What follows belongs to an exercise in optimizing a design on an open flow for small area, a short achievable clock period and few clock cycles; a production flow would make more cautious choices.
The RTL was checked by simulation tests, not by an equivalence proof against the original design.
Power and IR drop assume default switching activity.

## cpu
module cpu #(
    parameter int rob_depth = 8
) (
    input  logic                        clk,
    input  logic                        rst,
    input  logic [cpu_pkg::instr_w-1:0] instr,
    input  logic                        instr_valid,
    input  logic [15:0]                 sw,
    output logic                        stall,
    output cpu_pkg::data_t              led,
    output logic                        retire_valid,
    output cpu_pkg::reg_addr_t          retire_rd,
    output cpu_pkg::data_t              retire_value,
    output logic                        retire_write
);
    logic [3:0] op;
    logic       accept, halted;
    logic       uses1, uses2;
    assign op    = instr[15:12];
    assign uses2 = ((op != 4'd0) && (op <= 4'd7)) || (op == 4'd9);
    assign uses1 = uses2 || (op == 4'd11);
    cpu_pkg::data_t regs [cpu_pkg::reg_count];
    logic           d_valid, d_wait, d_write, d_mul;
    logic [3:0]     d_op, d_rd, d_rs1, d_rs2;
    logic           d_go;
    logic           f1_x1, f1_x2, f2_x1, f2_x2, f1_r, f2_r;
    logic           x1_valid, x1_write, x1_out, x1_mul;
    logic [3:0]     x1_rd;
    logic           x1_add, x1_sub, x1_and, x1_or, x1_xor, x1_shl, x1_shr, x1_ldi, x1_pass;
    cpu_pkg::data_t sum, dif;
    cpu_pkg::data_t x1_a, x1_b;
    cpu_pkg::data_t x1_ma, x1_mb;    
    cpu_pkg::data_t next_a, next_b, other_a, other_b;
    logic           fwd_a, fwd_b;
    cpu_pkg::data_t alu, mul_r0, mul_r1, mul_r2;
    logic           x2_valid, x2_write, x2_out;
    logic [3:0]     x2_rd;
    cpu_pkg::data_t x2_s, x2_c, x2_e, csa_s, csa_c, result;
    logic           r_valid, r_write, r_out;
    logic [3:0]     r_rd;
    cpu_pkg::data_t r_value;
    assign stall  = halted || d_wait;
    assign accept = instr_valid && !stall && !rst;
    assign d_go   = d_valid && !d_wait;
    always_ff @(posedge clk) begin
        if (rst) begin
  ...
For scale: about 1600 cells after synthesis, ~230 flip-flops, about 58 I/O pins, ~13000 µm² of cells after synthesis.
export LEC_CHECK = 0
export ABC_AREA = 1
export CAP_MARGIN = 20
export CORE_MARGIN = 2
export CORE_UTILIZATION = 40
export SETUP_SLACK_MARGIN = 3.4
export SLEW_MARGIN = 20
create_clock -name core_clock -period 5.5 [get_ports {clk}]
run.sh (not shown) runs the stock make flow with config.mk's settings and CLKGATE_MAP_FILE= SYNTH_SCRIPT=/design/flow/synth_recipe.tcl, a recipe that flattens the netlist after the stock synthesis.
Testbench counts at the start, summed over its fixed seeds: cycles 4,663.
Then changed:
Settings changed: SETUP_SLACK_MARGIN 3.4 to 3.0, TNS_END_PERCENT set to 10.
Worst setup slack got worse by 0.41 ns; non-clock buffer count goes down by 63; worst hold slack hardly moves; total power falls by 5.6%; area after synthesis is unchanged; die area does not change; sequential share of layout area rose by 3.2 points.
Then changed:
Settings changed: ABC_AREA 1 to not set, TNS_END_PERCENT 10 to not set.
Outcome: Fmax went up by 6.3%. Cell area rose by 8.6%. First-iteration DRC count goes up by 8.1%. Final cell count goes down by 14%.
Then changed:
Settings changed: ABC_AREA set to 1, SETUP_SLACK_MARGIN 3.0 to 3.2, TNS_END_PERCENT set to 10.
Outcome: Final area went down by 5.8%. Cell count increases by 17%. Sequential power went down by about 2%. Power drops by 8.9%. Global-route usage falls by 2.1 points. Die area went down by 4.1%. Worst setup slack loses 0.045 ns. Clock-buffer cell count fell by 2.

* * *

## v25
cpu, a different RTL version from the one above (not shown whole).
For scale: ~0.012 mm^2 of cells after synthesis.
export LEC_CHECK = 0
export ABC_AREA = 1
export CAP_MARGIN = 0
export CORE_MARGIN = 2
export CORE_UTILIZATION = 40
export SETUP_SLACK_MARGIN = 3.2
export SLEW_MARGIN = 0
create_clock -name core_clock -period 5.5 [get_ports {clk}]
Testbench counts of v25, summed over its fixed seeds: cycles 4,663.
### v25 -> v24
# v25
export LEC_CHECK = 0
export ABC_AREA = 1
export CAP_MARGIN = 0
export CORE_MARGIN = 2
export CORE_UTILIZATION = 40
export SETUP_SLACK_MARGIN = 3.2
export SLEW_MARGIN = 0
create_clock -name core_clock -period 5.5 [get_ports {clk}]
# v24
export LEC_CHECK = 0
export ABC_AREA = 1
export CAP_MARGIN = 20
export CORE_MARGIN = 2
export CORE_UTILIZATION = 33
export SETUP_SLACK_MARGIN = 3.2
export SLEW_MARGIN = 20
create_clock -name core_clock -period 5.5 [get_ports {clk}]
## What came out
[compare] base=v25 new=v24: total core area now sits higher, part of the cycle the worst path needs now sits lower, critical path depth now sits lower, insertion delay of the later-clocked pin in the worst-skew pair now sits lower, weighted congestion reported at the end of routability-driven placement now sits lower. v25 -> v24: number of global-route vias before repair flat. Required time of the critical path is lower on v24. Result for v24 and v25: all clean. Changes observed in v24 relative to v25: die area went up; fraction of the core area covered by cells at the end of the flow went down; final non-filler cell area did not really move.
Input changes introduced in v36 (baseline for comparison: v24):
# v24
export LEC_CHECK = 0
export ABC_AREA = 1
export CAP_MARGIN = 20
export CORE_MARGIN = 2
export CORE_UTILIZATION = 33
export SETUP_SLACK_MARGIN = 3.2
export SLEW_MARGIN = 20
create_clock -name core_clock -period 5.5 [get_ports {clk}]
# v36
export LEC_CHECK = 0
export ABC_AREA = 1
export CAP_MARGIN = 20
export CORE_MARGIN = 2
export CORE_UTILIZATION = 50
export SETUP_SLACK_MARGIN = 3.2
export SLEW_MARGIN = 20
create_clock -name core_clock -period 5.5 [get_ports {clk}]
Notes after the runs:
- v36 reached the end of the flow, and the finished layout is clean on the timing, design-rule and antenna checks.
- v36 ended up with a lower final design area excluding fillers than v24 did.
- In v36 the clock-buffer cell count turned out 7 lower than in v24.
- Wire length delta for v36 relative to v24: 0.95% higher
- Against v24, minimum clock period in v36 came out better.
- Worst clock skew on the final layout: v36 > v24
- Compare v24 and v36 | power higher: v24
- Per the comparison of v36 with v24, final cell utilization of the core went up 21 points, total CTS buffers went down 3.8%.
- v36 ends up with a portion of the clock cycle consumed by the worst path in the final layout that is 0.15 points lower than in v24.
#### Input delta (v39 over v36)
# v36
export LEC_CHECK = 0
export ABC_AREA = 1
export CAP_MARGIN = 20
export CORE_MARGIN = 2
export CORE_UTILIZATION = 50
export SETUP_SLACK_MARGIN = 3.2
export SLEW_MARGIN = 20
create_clock -name core_clock -period 5.5 [get_ports {clk}]
# v39
export LEC_CHECK = 0
export ABC_AREA = 1
export CAP_MARGIN = 20
export CORE_MARGIN = 2
export CORE_UTILIZATION = 40
export CTS_BUF_LIST = sky130_fd_sc_hd__clkbuf_8
export SETUP_SLACK_MARGIN = 3.2
export SLEW_MARGIN = 20
create_clock -name core_clock -period 5.5 [get_ports {clk}]
[summary]
Compared to v36, v39 shows a narrower setup margin.
A cell at the slowest stage of the critical path of sky130_fd_sc_hd__clkdlybuf4s15_2 is what v39 shows, while sky130_fd_sc_hd__dfxtp_2 belongs to v36.
Diff v36..v39 | routed wire length | negligible
The core of v39 is less densely filled than that of v36.
v39 against v36; cell total after placement is up by a few percent.
Chip height went up by more than 10% going from v36 to v39.
Compared with v36, v39 shows a global-route usage that is 6.4 points lower.
Between v36 and v39, data arrival time at the worst-slack endpoint increased.
Diff v36 -> v39: maximum vdd ir drop went down; pin count of the biggest net entering global routing went up; critical path depth went up; sequential fraction of total cell area went down.

==> re-timing with driven ports <==
No port has a modelled driver above. Below, the same layouts with a new extraction and two added sets of constraints.
Step 1 (the two cells are an assumption about what drives the block):
set clk [get_ports {clk}]
set_driving_cell -lib_cell sky130_fd_sc_hd__clkbuf_16 $clk
set_driving_cell -lib_cell sky130_fd_sc_hd__buf_2 [delete_from_list [all_inputs] $clk]
Step 2 times the ports against the registers' clock, not the clock port: input delays grow and output delays shrink by t, the midpoint of the rising clock arrivals with the driver on.
Slacks: ideal ports / drivers / drivers and shift; pairs: ideal ports / drivers.
| run | shift t [ns] | slack for setup (ns) | worst hold slack (ns) | latest minus earliest clock arrival (ns) | pins driven straight from the clock port |
|---|---|---|---|---|---|
| the first run of note 1 | 0.605 | 3.225 / 3.173 / 2.860 | 0.327 / 0.327 / 0.327 | 0.041 / 0.041 | 1 |
| the second run of note 1 | 0.599 | 2.816 / 2.766 / 2.289 | 0.328 / 0.328 / 0.328 | 0.026 / 0.026 | 1 |
| the third run of note 1 | 0.591 | 2.975 / 2.975 / 2.628 | 0.323 / 0.323 / 0.323 | 0.012 / 0.013 | 1 |
| the fourth run of note 1 | 0.606 | 2.930 / 2.875 / 2.665 | 0.328 / 0.328 / 0.328 | 0.025 / 0.024 | 1 |
| v25 | 0.606 | 3.189 / 3.171 / 2.701 | 0.328 / 0.328 / 0.328 | 0.026 / 0.026 | 1 |
| v24 | 0.581 | 3.216 / 3.166 / 2.767 | 0.330 / 0.330 / 0.330 | 0.016 / 0.016 | 1 |
| v36 | 0.575 | 3.225 / 3.175 / 2.698 | 0.328 / 0.328 / 0.328 | 0.021 / 0.021 | 1 |
| v39 | 0.597 | 3.194 / 3.176 / 2.620 | 0.338 / 0.338 / 0.338 | 0.058 / 0.058 | 1 |
After both steps every run listed still meets setup and hold. The setup slack of v39, which loses most, moves by -0.018 ns with the drivers and by -0.574 ns with both steps.
